What follows belongs to an exercise in optimizing a design on an open flow for small area; a production flow would make more cautious choices. At most, simulation tests tie the RTL to the original design; equivalence was not proved. Only the layout flow was run in run 2; the RTL was not checked for function there. No activity file was given, so power comes from the tool's default toggle rates. The clock port is modelled as an ideal driver; clocking choices that lean on that would not hold on a real chip.

==> design.v <==
module kdps_cmp (
  input  logic [31:0] a,
  input  logic [31:0] b,
  output logic        eq,
  output logic        gt
);
  logic [31:0] e;
  always_comb begin
    e  = a ~^ b;
    eq = &e;
    gt = 1'b0;
    for (int i = 0; i < 32; i++) begin
      gt = e[i] ? gt : a[i];
    end
  end
endmodule
module kdps_lane #(
  parameter int W = 8
) (
  input  logic         s,
  input  logic         k,
  input  logic [W-1:0] v,
  input  logic [W-1:0] t,
  output logic [W-1:0] h
);
  assign h = ({W{s}} & v) | ({W{k}} & t);
endmodule
module kdps_pick_n #(
  parameter int W = 32
) (
  input  logic         s,
  input  logic [W-1:0] a,
  input  logic [W-1:0] b,
  output logic [W-1:0] y
);
  assign y = ~(s ? a : b);
endmodule
module kdps_out_lo (
  input  logic [31:0] rn,
  input  logic        vsel_n,
  input  logic        dsel,
  output logic [31:0] rv,
  output logic [31:0] dk
);
  assign rv = ~(rn | {32{vsel_n}});
  assign dk = ~(rn & {32{dsel}});
endmodule
module keyed_dirty_point_store_top (
  input  logic        clk,
  input  logic        rst,
  input  logic        in_valid,
  output logic        in_stall,
  input  logic [2:0]  op,
  input  logic [31:0] key,
  input  logic [3:0]  byte_count,
  input  logic [63:0] value,
  output logic        out_valid,
  input  logic        out_stall,
  output logic [1:0]  status,
  output logic [63:0] read_value,
  output logic [3:0]  read_size,
  output logic [31:0] dirty_key,
  input  logic        cfg_valid,
  output logic        cfg_ready,
  input  logic [8:0]  buffer_bytes_in_use
);
  localparam int SW = 100;
  logic [16*SW-1:0] ring;
  logic [SW-1:0]    tl;
  logic [SW-1:0]    hd;
  logic [31:0]      t_key;
  logic [63:0]      t_val;
  logic [2:0]       t_sz;
  logic [3:0]       t_size;
  logic             t_dt;
  logic [3:0]  ph;
  logic        run;
  logic        fin;
  logic        f;
  logic [4:0]  pt_count;
  logic [8:0]  rm;
  logic        sub;
  logic [63:32] res;
  logic [31:0] res_n;
  logic [31:0] res_n_d;
  logic [2:0]  res_sz;
  logic        vsel;
  logic        dsel;
  logic [1:0]  st;
  logic op_def, op_set, op_get, op_clr1, op_clra, op_fd, op_lk;
  logic start, act, f_in, sv, at_end, eq, gt;
  logic def_room, def_ok, wr_def, hit, wr_set, get_ld, fd_hit, clr_dt, f_next;
  logic [3:0] take;
  logic [8:0] rm_d;
  assign cfg_ready = 1'b1;
  assign tl    = ring[16*SW-1 -: SW];
  assign t_key = tl[31:0];
  assign t_val = tl[95:32];
  assign t_sz  = tl[98:96];
  assign t_size = {t_sz == 3'd0, t_sz};
  assign t_dt  = tl[99];
  assign op_def  = (op == 3'd0);
  assign op_set  = (op == 3'd1);
  assign op_get  = (op == 3'd2);
  assign op_clr1 = (op == 3'd3);
  assign op_clra = (op == 3'd4);
  assign op_fd   = (op == 3'd5);
  assign op_lk   = op_set | op_get | op_clr1 | op_fd;
  assign start = in_valid & ~out_valid & ~fin & ~run & (ph == 4'd0);
  assign act   = start | run;
  assign f_in  = run & f;
  assign sv    = ({1'b0, ph} < pt_count);
  kdps_cmp u_cmp (.a(key), .b(t_key), .eq(eq), .gt(gt));
  assign at_end   = act & op_def & ({1'b0, ph} == pt_count);
  assign take     = (act & sv) ? t_size : byte_count;
  assign rm_d     = rm - {5'd0, take};
  assign def_room = ~rm_d[8];
  assign def_ok   = at_end & ~f_in & (key != 32'hFFFF_FFFF)
                  & (byte_count != 4'd0) & (byte_count <= 4'd8) & def_room;
  assign wr_def   = def_ok;
  assign hit    = act & sv & eq & (op_set | op_get | op_clr1);
  assign wr_set = hit & op_set;
  assign get_ld = hit & op_get;
  assign fd_hit = act & op_fd & sv & t_dt & ~f_in;
  assign clr_dt = (hit & op_clr1) | (act & op_clra);
  always_comb begin
    f_next = f_in | hit | fd_hit;
    if (op_def) begin
      f_next = f_in | (act & sv & ~gt) | (at_end & ~def_ok)
             | (act & (ph == 4'd15) & pt_count[4]);
    end
  end
  logic [7:0] byte_wr;
  logic [7:0] byte_keep;
  always_comb begin
    for (int b = 0; b < 8; b++) begin
      byte_wr[b]   = wr_set & (4'(b) < t_size);
      byte_keep[b] = ~wr_def & ~byte_wr[b];
    end
  end
  kdps_lane #(.W(32)) u_lane_key (
    .s(wr_def), .k(~wr_def), .v(key), .t(t_key), .h(hd[31:0])
  );
  for (genvar b = 0; b < 8; b++) begin : g_lane
    kdps_lane #(.W(8)) u_lane (
      .s(byte_wr[b]), .k(byte_keep[b]), .v(value[8*b +: 8]),
      .t(t_val[8*b +: 8]), .h(hd[32+8*b +: 8])
    );
  end
  assign hd[98:96] = wr_def ? byte_count[2:0] : t_sz;
  assign hd[99]    = wr_set | (t_dt & ~wr_def & ~clr_dt);
  always_ff @(posedge clk) begin
    ring <= {ring[15*SW-1:0], hd};
  end
  always_ff @(posedge clk) begin
    if (rst) begin
      ph       <= 4'd0;
      run      <= 1'b0;
      fin      <= 1'b0;
      pt_count <= 5'd0;
      rm       <= 9'd128;
      sub      <= 1'b0;
      out_valid <= 1'b0;
    end else begin
      ph  <= ph + 4'd1;
      run <= act & (ph != 4'd15);
      fin <= act & (ph == 4'd15);
      if (cfg_valid) begin
        rm  <= {1'b0, buffer_bytes_in_use[8] | buffer_bytes_in_use[7],
                buffer_bytes_in_use[6:0] & {7{~buffer_bytes_in_use[8]}}};
        sub <= 1'b1;
      end else if ((act && sv && sub) || wr_def) begin
        rm <= rm_d;
      end
      if (fin) begin
        sub <= 1'b0;
      end
      if (fin && op_def && !f) begin
        pt_count <= pt_count + 5'd1;
      end
      if (fin) begin
        out_valid <= 1'b1;
      end else if (!out_stall) begin
        out_valid <= 1'b0;
      end
    end
  end
  always_ff @(posedge clk) begin
    if (act) begin
      f <= f_next;
    end
    if (get_ld) begin
      res    <= t_val[63:32];
      res_sz <= t_sz;
    end
    if (get_ld || fd_hit) begin
      res_n <= res_n_d;
    end
    if (fin) begin
      vsel <= op_get & f;
      dsel <= op_fd & f;
      st   <= {op_def & f, op_lk & ~f};
    end
  end
  assign in_stall   = ~fin;
  assign status     = st;
  kdps_pick_n #(.W(32)) u_pick (.s(get_ld), .a(t_val[31:0]), .b(t_key), .y(res_n_d));
  kdps_out_lo u_out_lo (
    .rn(res_n), .vsel_n(~vsel), .dsel(dsel), .rv(read_value[31:0]), .dk(dirty_key)
  );
  assign read_value[63:32] = vsel ? res : 32'd0;
  assign read_size  = vsel ? {res_sz == 3'd0, res_sz} : 4'd0;
endmodule
==> flow/run.sh <==
#!/bin/bash
# standard layout with the smallest buffer on the ports and tuned clock tree; logs to this folder
export BUFFER_PORTS_ARGS="-buffer_cell sky130_fd_sc_hd__buf_1"
export CTS_ARGS="-sink_clustering_enable -sink_clustering_size 33 -sink_clustering_max_diameter 300 -buf_list sky130_fd_sc_hd__clkbuf_16 -repair_clock_nets -dont_use_dummy_load"
bash standard.sh > standard.log 2>&1
==> standard.sh <==
#!/bin/bash
# synth_recipe.tcl (not shown) runs the flow's synth.tcl, then flattens the netlist and writes it again
# the make line also repeats each setting of config.mk as NAME=value (left out here)
make -C /OpenROAD-flow-scripts/flow DESIGN_CONFIG=/design/flow/config.mk WORK_HOME=/design/flow/orfs CLKGATE_MAP_FILE= SYNTH_SCRIPT=/design/flow/synth_recipe.tcl "${@:-finish}"
==> config.mk <==
export PLATFORM = sky130hd
export DESIGN_NAME = keyed_dirty_point_store_top
export DESIGN_NICKNAME = keyed_dirty_point_store_top
export VERILOG_FILES = /design/flow/design.v
export SDC_FILE = /design/flow/constraint.sdc
export NUM_CORES = 4
export LEC_CHECK = 0
export CAP_MARGIN = 20
export CORE_MARGIN = 2
export CORE_UTILIZATION = 65
export SLEW_MARGIN = 20
export SYNTH_HIERARCHICAL = 1
==> constraint.sdc <==
create_clock -name core_clock -period 10.0 [get_ports {clk}]
set_input_delay 2.0000 -clock core_clock [delete_from_list [all_inputs] [get_ports {clk}]]
set_output_delay 2.0000 -clock core_clock [all_outputs]
set_load 0.01 [all_outputs]
==> summary.txt, run 1 <==
- Result of the run: finished clean
- Vias per cell: 4.76
- Std-Cell Core Area: 58900 µm²
- Slew at the pin closest to its max-slew limit: 0.782 ns
- DIE HEIGHT: 248 µm
- Rel. slew slack: 47.7%
- Leakage power total: 0.0160 µW
- Cell types with the largest area share after synthesis: sky130_fd_sc_hd__dfxtp_1, sky130_fd_sc_hd__edfxtp_1, sky130_fd_sc_hd__a22o_1, sky130_fd_sc_hd__mux2i_1, sky130_fd_sc_hd__nor2_1
- Yosys cell types: 73
- Post-cts repair resize count: 0
- Final setup violation count: 0
- Endpoint required time on the critical path: 10.51 ns
- Number of nets with antenna violations after routing: 0
- Count of nets after finishing: 2654
- Type of element capturing the critical path: register
- Post-synthesis sequential element count: 1694
- R2R cell count: 16
- Clock root buffer master: sky130_fd_sc_hd__clkbuf_16
- Busiest layer in global routing: met2
- Top FF cell, synth: sky130_fd_sc_hd__dfxtp_1
- Cts bufs inserted: 57
- Placed Instance Area: 40100 µm²
- Share of the clock period used by the worst path: 56.5%
- IO Pins: 222
- Leading cell types in the layout, fill and taps excluded: sky130_fd_sc_hd__dfxtp_1, sky130_fd_sc_hd__buf_1, sky130_fd_sc_hd__a22o_1, sky130_fd_sc_hd__edfxtp_1, sky130_fd_sc_hd__nor2_1
- Unrepaired setup endpoints after global routing: false
- Area leader, netlist: sky130_fd_sc_hd__dfxtp_1
- CTS tree: done
- Mean post-synth cell area: 17.0 µm²
- Overall routing resource usage: 18.6%
- DR vias: 15700
- DR pass1 iterations: 5
- Count of filler cells inserted in the layout: 3904
- Number of buffer cells added on primary ports: 220
- Clk_skew: 0.0485 ns
- Clock transition at the registers of the reported paths: 0.11 ns
- Worst-path maximum fanout: 34
- Final Core Density: 70.5%
- Clock tree sinks: 1694
- Number of cell rows: 89
- Reg-to-reg endpoint: rm[8]$_SDFFE_PP0P_
- Worst IR drop on VDD: 259 µV
- Overall overflow remaining after global route: 0
- FF-to-FF Start: pt_count[2]$_SDFFE_PP0P_
- Met1 Track Usage GR: 27.3%
- Crit path arrival time: 6.16 ns
- Async S/R FF share, synth: 0%
- Number of warnings printed during yosys synthesis: 8
- Overall die width: 248 µm
- Area used by multi-input combinational logic: 3470 µm²
- Drc violations: 0
- Cts-stage hold buffer count: 0
- Storage element area: 34600 µm²
- Number of violations reported at the end of detailed-routing iteration 0: 901
- Syn Std Cell Area: 38600 µm²
- Dpl cells: 3236
- Area fraction of the dominant cell type after synthesis: 84.1%
- Number of antenna violations at the first check in global routing: 8
- Power density cells: 235 nW/µm²
- Share of cells above drive strength 1: 3.41%
- Post-route cell area: 41500 µm²
- CP Capture Point: rm[8]$_SDFFE_PP0P_
- Fmax achieved: 0.177 GHz
- HP Class: register to register
- Number of max-slew violations in the final report: 0
- HPWL after detailed placement: 38300 µm
- Met2 track utilization from global routing: 28.1%
- Synth-to-layout area growth: 7.56%
- Critical Path Source Type: input pin
- Maximum number of pins on one net before global-route repair: 37
- Leading cell type in the layout, fill and taps excluded: sky130_fd_sc_hd__dfxtp_1
- TNS Setup: 0 ns
- Vias in the first global route: 14900
- Number of max-capacitance violations reported: 0
- Count of flip-flops with a built-in enable after synthesis: 72
- Clock latency reported for the late side of the worst-skew pair: 0.64 ns
- Launching instance or port of the critical path: in_valid
- Tmin final: 5.65 ns
- Cell Count, Final, Fillers Out: 3295
- Cell count after synthesis: 2278
- Final estimated routing congestion in global placement: 0.835
- Setup slack of the worst register-to-register path: 4.90 ns
- Clock tree buffer depth: 3
- Post-CTS Setup Bufs: 0
- Wire length of the first global-routing pass: 85200 µm
- H-tree level count: 2
- Critical Setup Path Class: input pin to register
- Synth Net Count: 2410
- Avg WL per Cell: 17.5 µm
- Share of the yosys chip area belonging to registers: 89.7%
- Routed Wire Length: 57700 µm
- Hold violation total from the final report: 0
- Starting utilization of the core area: 65.6%
- Met3 capacity usage during global routing: 3.40%
- Die Footprint: 61400 µm²
layer usage:
| layer | share of wire (%) | vias up |
|---|---|---|
| met5 | 0.13 | - |
| met4 | 3.2 | 12 |
| met3 | 4.1 | 107 |
| met2 | 43 | 275 |
| met1 | 50 | 7442 |
| li1 | - | 7834 |
per-module statistics from Yosys (local to each module, per instance), a selection:
module | copies in the design | flip-flops and latches | cell area (µm²) | cells inside
keyed_dirty_point_store_top | 1 | 1694 | 36200 | 1936
kdps_cmp | 1 | 0 | 726 | 118
kdps_out_lo | 1 | 0 | 308 | 70
how the worst min path moves through the flow:
stage | endpoint | from | cells past startpoint
global route | ring[925]$_DFF_P_ | ring[825]$_DFF_P_ | 0
detailed placement | ring[1094]$_DFF_P_ | ring[994]$_DFF_P_ | 0
floorplan | ring[1000]$_DFF_P_ | ring[900]$_DFF_P_ | 0
CTS | ring[925]$_DFF_P_ | ring[825]$_DFF_P_ | 0
global placement | ring[1498]$_DFF_P_ | ring[1398]$_DFF_P_ | 0
finish | ring[925]$_DFF_P_ | ring[825]$_DFF_P_ | 0
state kept, by name, indices dropped and copies added (netlist names), 2 cells and up:
name,cells
pt_count,5
ring,1600
res_sz,3
rm,9
ph,4
res_n,32
res,32
st,2
through the flow:
stage | power [µW] | hold WS, ns | worst slack [ns]
6_report | 9760 | 0.272 | 4.35
2_1_floorplan | 7070 | 0.310 | 2.82
3_3_place_gp | 7120 | 0.310 | 3.94
3_5_place_dp | 7120 | 0.312 | 3.68
5_1_grt | 10100 | 0.267 | 4.15
4_1_cts | 9830 | 0.274 | 4.39
cell usage after synthesis (9+ instances only):
cell and n:
sky130_fd_sc_hd__mux2i_1 38, sky130_fd_sc_hd__dfxtp_1 1622, sky130_fd_sc_hd__nand2b_1 10, sky130_fd_sc_hd__and2_1 36
sky130_fd_sc_hd__nand2_1 55, sky130_fd_sc_hd__nor2_1 68, sky130_fd_sc_hd__a22o_1 94, sky130_fd_sc_hd__buf_2 9
sky130_fd_sc_hd__nand4_1 12, sky130_fd_sc_hd__edfxtp_1 72, sky130_fd_sc_hd__inv_1 40, sky130_fd_sc_hd__ha_1 14
sky130_fd_sc_hd__nor2b_1 18, sky130_fd_sc_hd__a21oi_1 20, sky130_fd_sc_hd__buf_6 21, sky130_fd_sc_hd__nor3_1 14
critical path: stages:
cell and delay [ns]:
sky130_fd_sc_hd__buf_1 0.09, sky130_fd_sc_hd__nor2b_1 0.16, sky130_fd_sc_hd__a31oi_2 0.24, sky130_fd_sc_hd__nor2_1 0.59
sky130_fd_sc_hd__mux2_2 0.29, sky130_fd_sc_hd__ha_1 0.16, sky130_fd_sc_hd__inv_1 0.06, sky130_fd_sc_hd__fa_1 0.42
sky130_fd_sc_hd__a21o_2 0.22, sky130_fd_sc_hd__a211oi_2 0.25, sky130_fd_sc_hd__xnor2_1 0.18, sky130_fd_sc_hd__and3_4 0.34
sky130_fd_sc_hd__inv_2 0.57, sky130_fd_sc_hd__a21oi_1 0.16, sky130_fd_sc_hd__a2111oi_1 0.40
power by group:
group	switching [µW]	internal, µW	leakage, µW	total (µW)
Sequential	22.4	6840	0.0138	6860
Combinational	64.6	41.4	0.00158	106
Clock	1760	1030	0.000702	2790
Total	1850	7910	0.0160	9760
cell type report:
| class | instances | share of cell area [%] |
|---|---|---|
| Clock buffer | 57 | 3.43 |
| Multi-Input combinational cell | 499 | 8.36 |
| Sequential cell | 1694 | 83.4 |
| Tap cell | 773 | 2.33 |
| Timing Repair Buffer | 227 | 2.12 |
| Antenna cell | 2 | 0.0120 |
| Inverter | 43 | 0.388 |
cell families after synthesis:
kind of cell,synth area share (%)
other cells,0.00971
simple gates,3.36
buf+inv,1.36
fa+ha+maj,0.505
mux,1.04
xor+xnor,0.249
compound gates,3.82
flops,89.7
==> run 2: changes to the inputs <==
--- a/design.v
+++ b/design.v
@@ -1,3 +1,77 @@
+module kdps_ctrl (
+  input  logic        in_valid,
+  input  logic [2:0]  op,
+  input  logic [31:0] key,
+  input  logic [3:0]  byte_count,
+  input  logic        out_valid,
+  input  logic [3:0]  ph,
+  input  logic        run,
+  input  logic        fin,
+  input  logic        f,
+  input  logic [4:0]  pt_count,
+  input  logic [8:0]  rm,
+  input  logic [2:0]  t_sz,
+  input  logic        t_dt,
+  input  logic        eq,
+  input  logic        gt,
+  output logic        act,
+  output logic        sv,
+  output logic [8:0]  rm_d,
+  output logic        wr_def,
+  output logic        wr_set,
+  output logic        get_ld,
+  output logic        fd_hit,
+  output logic        clr_dt,
+  output logic        f_next,
+  output logic [7:0]  byte_wr,
+  output logic [7:0]  byte_keep,
+  output logic        op_def,
+  output logic        op_get,
+  output logic        op_fd,
+  output logic        op_lk
+);
+  logic op_set, op_clr1, op_clra;
+  logic start, f_in, at_end, def_room, def_ok, hit;
+  logic [3:0] t_size;
+  logic [3:0] take;
+  assign t_size = {t_sz == 3'd0, t_sz};
+  assign op_def  = (op == 3'd0);
+  assign op_set  = (op == 3'd1);
+  assign op_get  = (op == 3'd2);
+  assign op_clr1 = (op == 3'd3);
+  assign op_clra = (op == 3'd4);
+  assign op_fd   = (op == 3'd5);
+  assign op_lk   = op_set | op_get | op_clr1 | op_fd;
+  assign start = in_valid & ~out_valid & ~fin & ~run & (ph == 4'd0);
+  assign act   = start | run;
+  assign f_in  = run & f;
+  assign sv    = ({1'b0, ph} < pt_count);
+  assign at_end   = act & op_def & ({1'b0, ph} == pt_count);
+  assign take     = (act & sv) ? t_size : byte_count;
+  assign rm_d     = rm - {5'd0, take};
+  assign def_room = ~rm_d[8];
+  assign def_ok   = at_end & ~f_in & (key != 32'hFFFF_FFFF)
+                  & (byte_count != 4'd0) & (byte_count <= 4'd8) & def_room;
+  assign wr_def   = def_ok;
+  assign hit    = act & sv & eq & (op_set | op_get | op_clr1);
+  assign wr_set = hit & op_set;
+  assign get_ld = hit & op_get;
+  assign fd_hit = act & op_fd & sv & t_dt & ~f_in;
+  assign clr_dt = (hit & op_clr1) | (act & op_clra);
+  always_comb begin
+    f_next = f_in | hit | fd_hit;
+    if (op_def) begin
+      f_next = f_in | (act & sv & ~gt) | (at_end & ~def_ok)
+             | (act & (ph == 4'd15) & pt_count[4]);
+    end
+  end
+  always_comb begin
+    for (int b = 0; b < 8; b++) begin
+      byte_wr[b]   = wr_set & (4'(b) < t_size);
+      byte_keep[b] = ~wr_def & ~byte_wr[b];
+    end
+  end
+endmodule
 module kdps_cmp (
   input  logic [31:0] a,
   input  logic [31:0] b,
@@ -71,7 +145,6 @@
   logic [31:0]      t_key;
   logic [63:0]      t_val;
   logic [2:0]       t_sz;
-  logic [3:0]       t_size;
   logic             t_dt;
   logic [3:0]  ph;
   logic        run;
@@ -87,57 +160,28 @@
   logic        vsel;
   logic        dsel;
   logic [1:0]  st;
-  logic op_def, op_set, op_get, op_clr1, op_clra, op_fd, op_lk;
-  logic start, act, f_in, sv, at_end, eq, gt;
-  logic def_room, def_ok, wr_def, hit, wr_set, get_ld, fd_hit, clr_dt, f_next;
-  logic [3:0] take;
+  logic op_def, op_get, op_fd, op_lk;
+  logic act, sv, eq, gt;
+  logic wr_def, wr_set, get_ld, fd_hit, clr_dt, f_next;
   logic [8:0] rm_d;
+  logic [7:0] byte_wr;
+  logic [7:0] byte_keep;
   assign cfg_ready = 1'b1;
   assign tl    = ring[16*SW-1 -: SW];
   assign t_key = tl[31:0];
   assign t_val = tl[95:32];
   assign t_sz  = tl[98:96];
-  assign t_size = {t_sz == 3'd0, t_sz};
   assign t_dt  = tl[99];
-  assign op_def  = (op == 3'd0);
-  assign op_set  = (op == 3'd1);
-  assign op_get  = (op == 3'd2);
-  assign op_clr1 = (op == 3'd3);
-  assign op_clra = (op == 3'd4);
-  assign op_fd   = (op == 3'd5);
-  assign op_lk   = op_set | op_get | op_clr1 | op_fd;
-  assign start = in_valid & ~out_valid & ~fin & ~run & (ph == 4'd0);
-  assign act   = start | run;
-  assign f_in  = run & f;
-  assign sv    = ({1'b0, ph} < pt_count);
   kdps_cmp u_cmp (.a(key), .b(t_key), .eq(eq), .gt(gt));
-  assign at_end   = act & op_def & ({1'b0, ph} == pt_count);
-  assign take     = (act & sv) ? t_size : byte_count;
-  assign rm_d     = rm - {5'd0, take};
-  assign def_room = ~rm_d[8];
-  assign def_ok   = at_end & ~f_in & (key != 32'hFFFF_FFFF)
-                  & (byte_count != 4'd0) & (byte_count <= 4'd8) & def_room;
-  assign wr_def   = def_ok;
-  assign hit    = act & sv & eq & (op_set | op_get | op_clr1);
-  assign wr_set = hit & op_set;
-  assign get_ld = hit & op_get;
-  assign fd_hit = act & op_fd & sv & t_dt & ~f_in;
-  assign clr_dt = (hit & op_clr1) | (act & op_clra);
-  always_comb begin
-    f_next = f_in | hit | fd_hit;
-    if (op_def) begin
-      f_next = f_in | (act & sv & ~gt) | (at_end & ~def_ok)
-             | (act & (ph == 4'd15) & pt_count[4]);
-    end
-  end
-  logic [7:0] byte_wr;
-  logic [7:0] byte_keep;
-  always_comb begin
-    for (int b = 0; b < 8; b++) begin
-      byte_wr[b]   = wr_set & (4'(b) < t_size);
-      byte_keep[b] = ~wr_def & ~byte_wr[b];
-    end
-  end
+  kdps_ctrl u_ctrl (
+    .in_valid(in_valid), .op(op), .key(key), .byte_count(byte_count),
+    .out_valid(out_valid), .ph(ph), .run(run), .fin(fin), .f(f),
+    .pt_count(pt_count), .rm(rm), .t_sz(t_sz), .t_dt(t_dt), .eq(eq), .gt(gt),
+    .act(act), .sv(sv), .rm_d(rm_d), .wr_def(wr_def), .wr_set(wr_set),
+    .get_ld(get_ld), .fd_hit(fd_hit), .clr_dt(clr_dt), .f_next(f_next),
+    .byte_wr(byte_wr), .byte_keep(byte_keep), .op_def(op_def), .op_get(op_get),
+    .op_fd(op_fd), .op_lk(op_lk)
+  );
   kdps_lane #(.W(32)) u_lane_key (
     .s(wr_def), .k(~wr_def), .v(key), .t(t_key), .h(hd[31:0])
   );
==> run 2 against run 1 <==
  * Final cell count rose by 0.49%
  * Utilization grew 0.083 points
  * Wire length grew 0.96%
  * Still clean
  * Synthesized cell count increased by 0.66%
  * Critical path depth is the same
  * Sequential share of layout area shrank 0.26 points
  * Count of clock-buffer cells in the layout is the same
  * Clock skew increased by 0.0056 ns
==> summary.txt, run 2 <==
- Largest registers ranked by flip-flop count: ring (1600), res (32), res_n (32)
- Avg WL per Cell: 17.6 µm (+0.47%)
- DR pass1 iterations: 5 (unchanged)
- Starting utilization of the core area: 65.7% (+0.11 points)
- Hold violation total from the final report: 0 (unchanged)
- Top FF cell, synth: sky130_fd_sc_hd__dfxtp_1
- Number of antenna violations at the first check in global routing: 9 (+1)
- Count of nets after finishing: 2667 (+0.49%)
- HPWL after detailed placement: 38800 µm (+1.3%)
- Dpl cells: 3250 (+0.43%)
- Worst slack, placed: 3.38 ns (-0.297 ns)
- Cts bufs inserted: 57 (unchanged)
- DIE HEIGHT: 248 µm (+0.17%)
- Switching power: 1850 µW (+0.13%)
- FF-to-FF Start: fin$_SDFF_PP0_
- Final Total Pwr: 9770 µW (about the same)
- Switching Fraction: 18.9% (about the same)
- Type of element capturing the critical path: register
- Result of the run: finished clean
- Cell count after synthesis: 2293 (+0.66%)
- Post-cts repair resize count: 0 (unchanged)
- Overall routing resource usage: 18.8% (+0.16 points)
- Syn Std Cell Area: 38800 µm² (+0.35%)
- Wire length of the first global-routing pass: 86300 µm (+1.2%)
- Share of the yosys chip area belonging to registers: 89.3% (-0.31 points)
- Synth-to-layout area growth: 7.51% (about the same)
- Overall overflow remaining after global route: 0 (unchanged)
- Share of the clock period used by the worst path: 55.6% (-0.87 points)
- Synth Net Count: 2424 (+0.58%)
- Reg-to-reg endpoint: ring[31]$_DFF_P_
- Leading cell type in the layout, fill and taps excluded: sky130_fd_sc_hd__dfxtp_1
- Number of nets with antenna violations after routing: 0 (unchanged)
- CTS tree: done
- Clock share of power: 28.5% (about the same)
- Register with the highest flop count: ring
- H-tree level count: 2 (unchanged)
- Cell Count, Final, Fillers Out: 3311 (+0.49%)
- Clock transition at the registers of the reported paths: 0.11 ns (about the same)
- Endpoint required time on the critical path: 10.54 ns (+0.03 ns)
- Cell type of the slowest stage on the worst timing path: sky130_fd_sc_hd__buf_4
- Worst IR drop on VDD: 226 µV (-12%)
- Fmax achieved: 0.180 GHz (+1.6%)
- Combinational group share of total power: 1.2% (about the same)
- Number of violations reported at the end of detailed-routing iteration 0: 867 (-3.8%)
- TNS Setup: 0 ns (unchanged)
- Leakage power total: 0.0162 µW (+0.81%)
- Routed Wire Length: 58300 µm (+0.96%)
- Top post-synthesis cells by count: sky130_fd_sc_hd__dfxtp_1, sky130_fd_sc_hd__a22o_1, sky130_fd_sc_hd__edfxtp_1
- Delay of the slowest critical-path stage: 0.57 ns (-0.02 ns)
- CP Capture Point: ring[31]$_DFF_P_
- Internal Dissipation: 7920 µW (about the same)
- Launching instance or port of the critical path: in_valid
- Clock root buffer master: sky130_fd_sc_hd__clkbuf_16
- Most frequently used cell type in the post-synthesis netlist: sky130_fd_sc_hd__dfxtp_1
- HP Class: register to register
- Share of cells above drive strength 1: 3.63% (+0.22 points)
- Clock tree sinks: 1694 (unchanged)
- Area fraction of the dominant cell type after synthesis: 83.8% (-0.29 points)
- Die Footprint: 61600 µm² (+0.34%)
- Std-Cell Core Area: 59000 µm² (+0.19%)
- Number of max-slew violations in the final report: 0 (unchanged)
- Setup slack of the worst register-to-register path: 5.31 ns (+0.41 ns)
- Post-CTS Setup Bufs: 0 (unchanged)
- Cell types with the largest area share after synthesis: sky130_fd_sc_hd__dfxtp_1, sky130_fd_sc_hd__edfxtp_1, sky130_fd_sc_hd__a22o_1, sky130_fd_sc_hd__mux2i_1, sky130_fd_sc_hd__nor2_1
- Fin worst setup slack: 4.44 ns (+0.0872 ns)
- Post-synthesis sequential element count: 1694 (unchanged)
- Mean post-synth cell area: 16.9 µm² (-0.31%)
- Tmin final: 5.56 ns (-0.0872 ns)
- Rel. slew slack: 28.8% (-19 points)
- Drc violations: 0 (unchanged)
- Number of buffer cells added on primary ports: 220 (unchanged)
- Number of warnings printed during yosys synthesis: 9 (+1)
- Unrepaired setup endpoints after global routing: false
- Slew at the pin closest to its max-slew limit: 1.07 ns (+0.285 ns)
- Count of flip-flops with a built-in enable after synthesis: 72 (unchanged)
- Crit path arrival time: 6.10 ns (-0.06 ns)
- IO Pins: 222 (unchanged)
- Clock latency reported for the late side of the worst-skew pair: 0.64 ns (about the same)
- Area leader, netlist: sky130_fd_sc_hd__dfxtp_1
- Async S/R FF share, synth: 0% (unchanged)
- DR vias: 15800 (+0.70%)
- Final estimated routing congestion in global placement: 0.850 (+1.8%)
- Final setup violation count: 0 (unchanged)
- Critical Path Source Type: input pin
- Critical Setup Path Class: input pin to register
- CP Cell Sequence: buf_1, nor3b_1, a21oi_2, nor2_2, mux2_2, ha_1, inv_1, fa_1, a21oi_1, o211ai_2, xor2_1, and3_2, buf_4, inv_2, a22o_2
- Cts-stage hold buffer count: 0 (unchanged)
- Sequential fraction of design power: 70.3% (about the same)
- Yosys cell types: 74 (+1.4%)
- Largest register FFs: 1600 (unchanged)
- Power density cells: 234 nW/µm² (-0.23%)
- Number of cell rows: 89 (unchanged)
- Leading cell types in the layout, fill and taps excluded: sky130_fd_sc_hd__dfxtp_1, sky130_fd_sc_hd__buf_1, sky130_fd_sc_hd__a22o_1, sky130_fd_sc_hd__edfxtp_1, sky130_fd_sc_hd__nor2_1
- Clock tree buffer depth: 3 (unchanged)
- Clk_skew: 0.0540 ns (+0.00556 ns)
- Vias per cell: 4.77 (+0.21%)
- Worst-path maximum fanout: 47 (+38%)
- Vias in the first global route: 15300 (+2.5%)
- Maximum number of pins on one net before global-route repair: 54 (+46%)
- Number of max-capacitance violations reported: 0 (unchanged)
- Overall die width: 248 µm (+0.17%)
- R2R cell count: 14 (-2)
[run 2: critical path: cells and delay by family]
kind                       cells  cell delay (ns)
adders and majority gates      2             0.55
muxes                          1             0.23
buffers and inverters          4             1.17
and+or+nand+nor                3             0.99
xor gates and xnor gates       1             0.19
AOI/OAI and AO/OA              4             0.93
[run 2: area by class of cell]
cell class,count,area (µm²)
sequential,1694,34600
fill,3978,17300
multi-input combinational,508,3580
clock buffer,57,1430
tap,773,967
timing repair buffer,226,871
inverter,49,184
antenna,4,10.0
[run 2: how the worst min path moves through the flow]
stage | startpoint | depth (start not counted) | to | slack [ns]
finish | ring[127]$_DFF_P_ | 0 | ring[227]$_DFF_P_ | 0.27
global route | ring[127]$_DFF_P_ | 0 | ring[227]$_DFF_P_ | 0.27
CTS | ring[127]$_DFF_P_ | 0 | ring[227]$_DFF_P_ | 0.27
detailed placement | ring[36]$_DFF_P_ | 0 | ring[136]$_DFF_P_ | 0.31
global placement | ring[1416]$_DFF_P_ | 0 | ring[1516]$_DFF_P_ | 0.31
floorplan | ring[900]$_DFF_P_ | 0 | ring[1000]$_DFF_P_ | 0.31
[run 2: power by group through the flow]
stage                     Combinational [µW]  Clock [µW]  Sequential, µW
after floorplan                         72.6           0            7010
after global routing                     134        3080            6870
after global placement                   119           0            7020
after CTS                                121        2860            6870
after detailed placement                 120           0            7020
final                                    121        2780            6860
[run 2: logic make-up after synthesis]
kind of cell             Yosys count  synth area share (%)
AO/OA/AOI/OAI                    178                  3.77
adder cells (fa/ha/maj)           14                 0.471
buffers and inverters             91                  1.44
AND/OR/NAND/NOR                  259                  3.55
other                              1               0.00967
multiplexers                      41                  1.07
flip-flops                      1694                  89.3
XOR/XNOR                          15                 0.339
[run 2: per-module statistics from Yosys, one instance, submodules excluded, a selection]
module,times used,cell area (µm²),cells,flip-flops and latches
keyed_dirty_point_store_top,1,35400,1819,1694
kdps_out_lo,1,308,70,0
kdps_cmp,1,726,118,0
kdps_ctrl,1,890,132,0
[run 2: layer usage]
| layer | track usage, % | vias up | routed length [µm] |
|---|---|---|---|
| met5 | 0 | - | 33 |
| met1 | 26.9 | 7502 | 28100 |
| li1 | - | 7887 | - |
| met3 | 2.95 | 100 | 2310 |
| met2 | 29.3 | 284 | 26000 |
| met4 | 7.04 | 6 | 1800 |
[run 2: per-stage QoR]
stage          cell area, µm²  hold WS (ns)  utilization (%)
2_1_floorplan           38800         0.310                -
3_3_place_gp            40200         0.310             68.2
3_5_place_dp            40200         0.312             68.2
4_1_cts                 41700         0.271             70.6
5_1_grt                 41700         0.267             70.6
6_report                41700         0.267             70.6

-- re-timing with driven ports --
How much do the figures lean on ideal ports? The routed layouts below were timed once more, with nothing changed but the port constraints.
Step 1 (the two cells are an assumption about what drives the block):
set clk [get_ports {clk}]
set_driving_cell -lib_cell sky130_fd_sc_hd__clkbuf_16 $clk
set_driving_cell -lib_cell sky130_fd_sc_hd__buf_2 [delete_from_list [all_inputs] $clk]
Step 2 also shifts input and output timing later by t, the mid clock arrival at the registers, as if the neighbouring blocks saw the same clock.
Three values: ideal ports, drivers, drivers and shift; two values: the first two.
run	t, ns	slack for setup (ns)	slew at the worst register clock pin (ns)
run 1	0.684	4.354 / 4.385 / 3.701	0.12 / 0.12
run 2	0.675	4.441 / 4.475 / 3.800	0.12 / 0.12
After both steps every run listed still meets setup and hold. The setup slack of run 1, which loses most, moves by +0.031 ns with the drivers and by -0.653 ns with both steps.
